From an optimization exercise on the open Yosys and OpenROAD flow, aimed at small area, a short achievable clock period and few clock cycles per item; shortcuts taken in it are not production practice.
Function was checked by simulation only, so behaviour that the tests miss may differ from the original.

## job 101
## stepper_ramp_period_generator
module stepper_ramp_period_generator (
	input  wire logic        clk,
	input  wire logic        arst_n,
	input  wire logic        s_tvalid,
	output logic             s_tready,
	input  wire logic [31:0] s_tdata,    
	input  wire logic        s_tuser,    
	output logic             m_tvalid,
	input  wire logic        m_tready,
	output logic      [23:0] m_tdata,    
	output logic             m_tlast,    
	input  wire logic        cfg_we,
	input  wire logic [1:0]  cfg_index,
	input  wire logic [55:0] cfg_data
);
Size in the first run: roughly 8600 cells after synthesis, about 440 flip-flops.
Settings: LEC_CHECK=0, ABC_AREA=1, CAP_MARGIN=20, CORE_MARGIN=2, CORE_UTILIZATION=40, SETUP_SLACK_MARGIN=4.5, SLEW_MARGIN=20, TNS_END_PERCENT=0; clock period 12.0 ns.
run.sh (not shown) runs the stock make flow with config.mk's settings and CLKGATE_MAP_FILE= SYNTH_SCRIPT=/design/flow/synth_recipe.tcl, a recipe that flattens the netlist after the stock synthesis.
Job 101: full flow OK, the timing, DRC and antenna checks passed
Testbench counts of job 101, summed over its fixed seeds: cycles 86,652, items 21,940.
Relative to job 101, the following input files were edited for job 102:
--- a/flow/config.mk
+++ b/flow/config.mk
@@ -10,5 +10,5 @@
 export CORE_MARGIN = 2
 export CORE_UTILIZATION = 40
-export SETUP_SLACK_MARGIN = 4.5
+export SETUP_SLACK_MARGIN = 5
 export SLEW_MARGIN = 20
 export TNS_END_PERCENT = 0
--- outcome ---
Sort job 102 and job 101 by area growth from synthesis to layout desc -> top: job 102
Detailed route, job 102 vs job 101: via total higher for job 102
Job 101 → job 102: setup slack picked up an extra 460 ps; via count of the first global-routing pass now sits higher.
Looking at startpoint of the most critical setup path, the period_q[22]$_DFF_P_ result is from job 101; the u_dp.acc[38]$_DFFE_PP_ one comes from job 102.

========
Another version of the RTL of stepper_ramp_period_generator (not shown whole).
For scale: roughly 8200 cells after synthesis, roughly 440 flip-flops, about 120 I/O pins, ~60000 sq um of cells after synthesis.
export LEC_CHECK = 0
export ABC_AREA = 1
export CAP_MARGIN = 20
export CORE_MARGIN = 2
export CORE_UTILIZATION = 45
export PLACE_DENSITY = 0.62
export SETUP_SLACK_MARGIN = 4.5
export SLEW_MARGIN = 20
export TNS_END_PERCENT = 0
create_clock -name core_clock -period 12.0 [get_ports {clk}]
Testbench counts at the start, summed over its fixed seeds: cycles 84,735, items 21,940.
Rerun with:
- CORE_UTILIZATION: 45 -> 40
- PLACE_DENSITY: 0.62 -> not set
What happened: The changed run finished with timing, DRC and antenna clean. Routed wire length drops by 5.1%. Cell count climbs by 1.8%. Global-route usage drops by 8.0 points. Worst setup slack is better by 0.11 ns.
Rerun with:
- CORE_UTILIZATION: 40 -> 48
- CTS_CLUSTER_DIAMETER: not set -> 80
- CTS_CLUSTER_SIZE: not set -> 30
- PLACE_DENSITY: not set -> 0.65
Result: The new run passed the timing, DRC and antenna checks. Wire length rose by a few percent. Final area fell slightly. Fmax barely changes. Setup slack is worse by 0.011 ns. Clock skew rose by 0.020 ns.
Rerun with:
- CTS_CLUSTER_DIAMETER: 80 -> not set
- CTS_CLUSTER_SIZE: 30 -> not set
Effect: Cell area went up by 0.65%. Worst hold slack barely changes. Global-route usage goes up by 0.21 points. Setup slack gets worse by 0.075 ns.

========
stepper_ramp_period_generator, a different RTL version from the one above (not shown whole).
For scale: ~9,700 cells after synthesis, about 450 flip-flops, about 120 I/O pins, about 0.064 mm2 of cells after synthesis.
Settings: LEC_CHECK=0, ABC_AREA=1, CAP_MARGIN=20, CORE_MARGIN=2, CORE_UTILIZATION=40, SLEW_MARGIN=20; clock period 12.0 ns.
Testbench counts at the start, summed over its fixed seeds: cycles 95,558, items 21,940.
Rerun with:
--- a/flow/config.mk
+++ b/flow/config.mk
@@ -11,2 +11,3 @@
 export CORE_UTILIZATION = 40
+export SETUP_SLACK_MARGIN = 5
 export SLEW_MARGIN = 20
Outcome: The new run passed the timing, DRC and antenna checks; synthesized area is unchanged; final cell count climbs by about 3%; clock skew went down by 6.0 ps; utilization grows by 5.9 points; wire length rose by about 4.6%; synthesized cell count does not change; setup slack is better by 2600 ps.

========
Another version of the RTL of stepper_ramp_period_generator (not shown whole).
Size in the first run: roughly 8600 cells after synthesis, about 440 flip-flops, roughly 120 I/O pins.
==> flow/config.mk <==
export PLATFORM = sky130hd
export DESIGN_NAME = stepper_ramp_period_generator
export DESIGN_NICKNAME = stepper_ramp_period_generator
export VERILOG_FILES = /design/flow/design.v
export SDC_FILE = /design/flow/constraint.sdc
export NUM_CORES = 4
export LEC_CHECK = 0
export ABC_AREA = 1
export CAP_MARGIN = 20
export CORE_MARGIN = 2
export CORE_UTILIZATION = 40
export SETUP_SLACK_MARGIN = 4.5
export SLEW_MARGIN = 20
export TNS_END_PERCENT = 0
==> flow/constraint.sdc <==
create_clock -name core_clock -period 12.0 [get_ports {clk}]
set_input_delay 2.4000 -clock core_clock [delete_from_list [all_inputs] [get_ports {clk}]]
set_output_delay 2.4000 -clock core_clock [all_outputs]
set_load 0.01 [all_outputs]
Testbench counts at the start, summed over its fixed seeds: cycles 84,664, items 21,940.
Change:
- CORE_UTILIZATION: 40 -> 48
- PLACE_DENSITY: default -> 0.65
Effect:
- The changed run ran to the end with no violations
- setup slack gets worse by 0.15 ns
- via count went up by 2.1%
- hold slack barely changes
Change:
- CORE_UTILIZATION: 48 -> 40
- PLACE_DENSITY: 0.65 -> default
- SETUP_SLACK_MARGIN: 4.5 -> 5
The changed run finished with timing, DRC and antenna clean.
Cell count came out higher by 6.3%.
Clock-buffer cell count came out higher by 7.
Flip-flop and latch count does not change.
Critical path depth came out higher by 8.
Via count came out higher by 0.64%.
Design area came out higher by 7.6%.
Worst setup slack is better by 0.24 ns.
Wire length came out higher by 8.4%.

## separate check: timing with driven ports
The results above use ideal ports. As a check the final layouts listed here were re-extracted and re-timed, cells and wires unchanged.
Step 1 sets driving cells, clkbuf_16 on the clock port and buf_2 on the other inputs (assumed; they add their load-dependent delay and slew).
Step 2 times the ports against the registers' clock, not the clock port: input delays grow and output delays shrink by t, the midpoint of the rising clock arrivals with the driver on.
Three values: no drivers, after step 1, after step 2; two values: the first two.
| run | shift t [ns] | setup WS [ns] | worst slew at a driven data input, ns | pins driven straight from the clock port |
|---|---|---|---|---|
| job 101 | 0.755 | 4.460 / 4.460 / 4.057 | 0.08 | 1 |
| job 102 | 0.759 | 4.917 / 4.917 / 4.247 | 0.09 | 1 |
| the first run of note 2 | 0.780 | 4.414 / 4.414 / 3.932 | 0.12 | 1 |
| the second run of note 2 | 0.740 | 4.521 / 4.521 / 3.939 | 0.09 | 1 |
| the third run of note 2 | 0.739 | 4.509 / 4.509 / 3.950 | 0.10 | 1 |
| the fourth run of note 2 | 0.759 | 4.434 / 4.434 / 3.945 | 0.10 | 1 |
| the first run of note 3 | 0.780 | 1.596 / 1.596 / 1.596 | 0.09 | 1 |
| the second run of note 3 | 0.788 | 4.205 / 4.205 / 3.883 | 0.09 | 1 |
| the first run of note 4 | 0.788 | 4.423 / 4.423 / 3.777 | 0.08 | 1 |
| the second run of note 4 | 0.749 | 4.269 / 4.269 / 3.764 | 0.07 | 1 |
| the third run of note 4 | 0.749 | 4.509 / 4.509 / 4.097 | 0.06 | 1 |
After both steps every run listed still meets setup and hold. For job 102, which loses most, drivers alone change the setup slack by 0.000 ns; drivers and shift together by -0.670 ns.
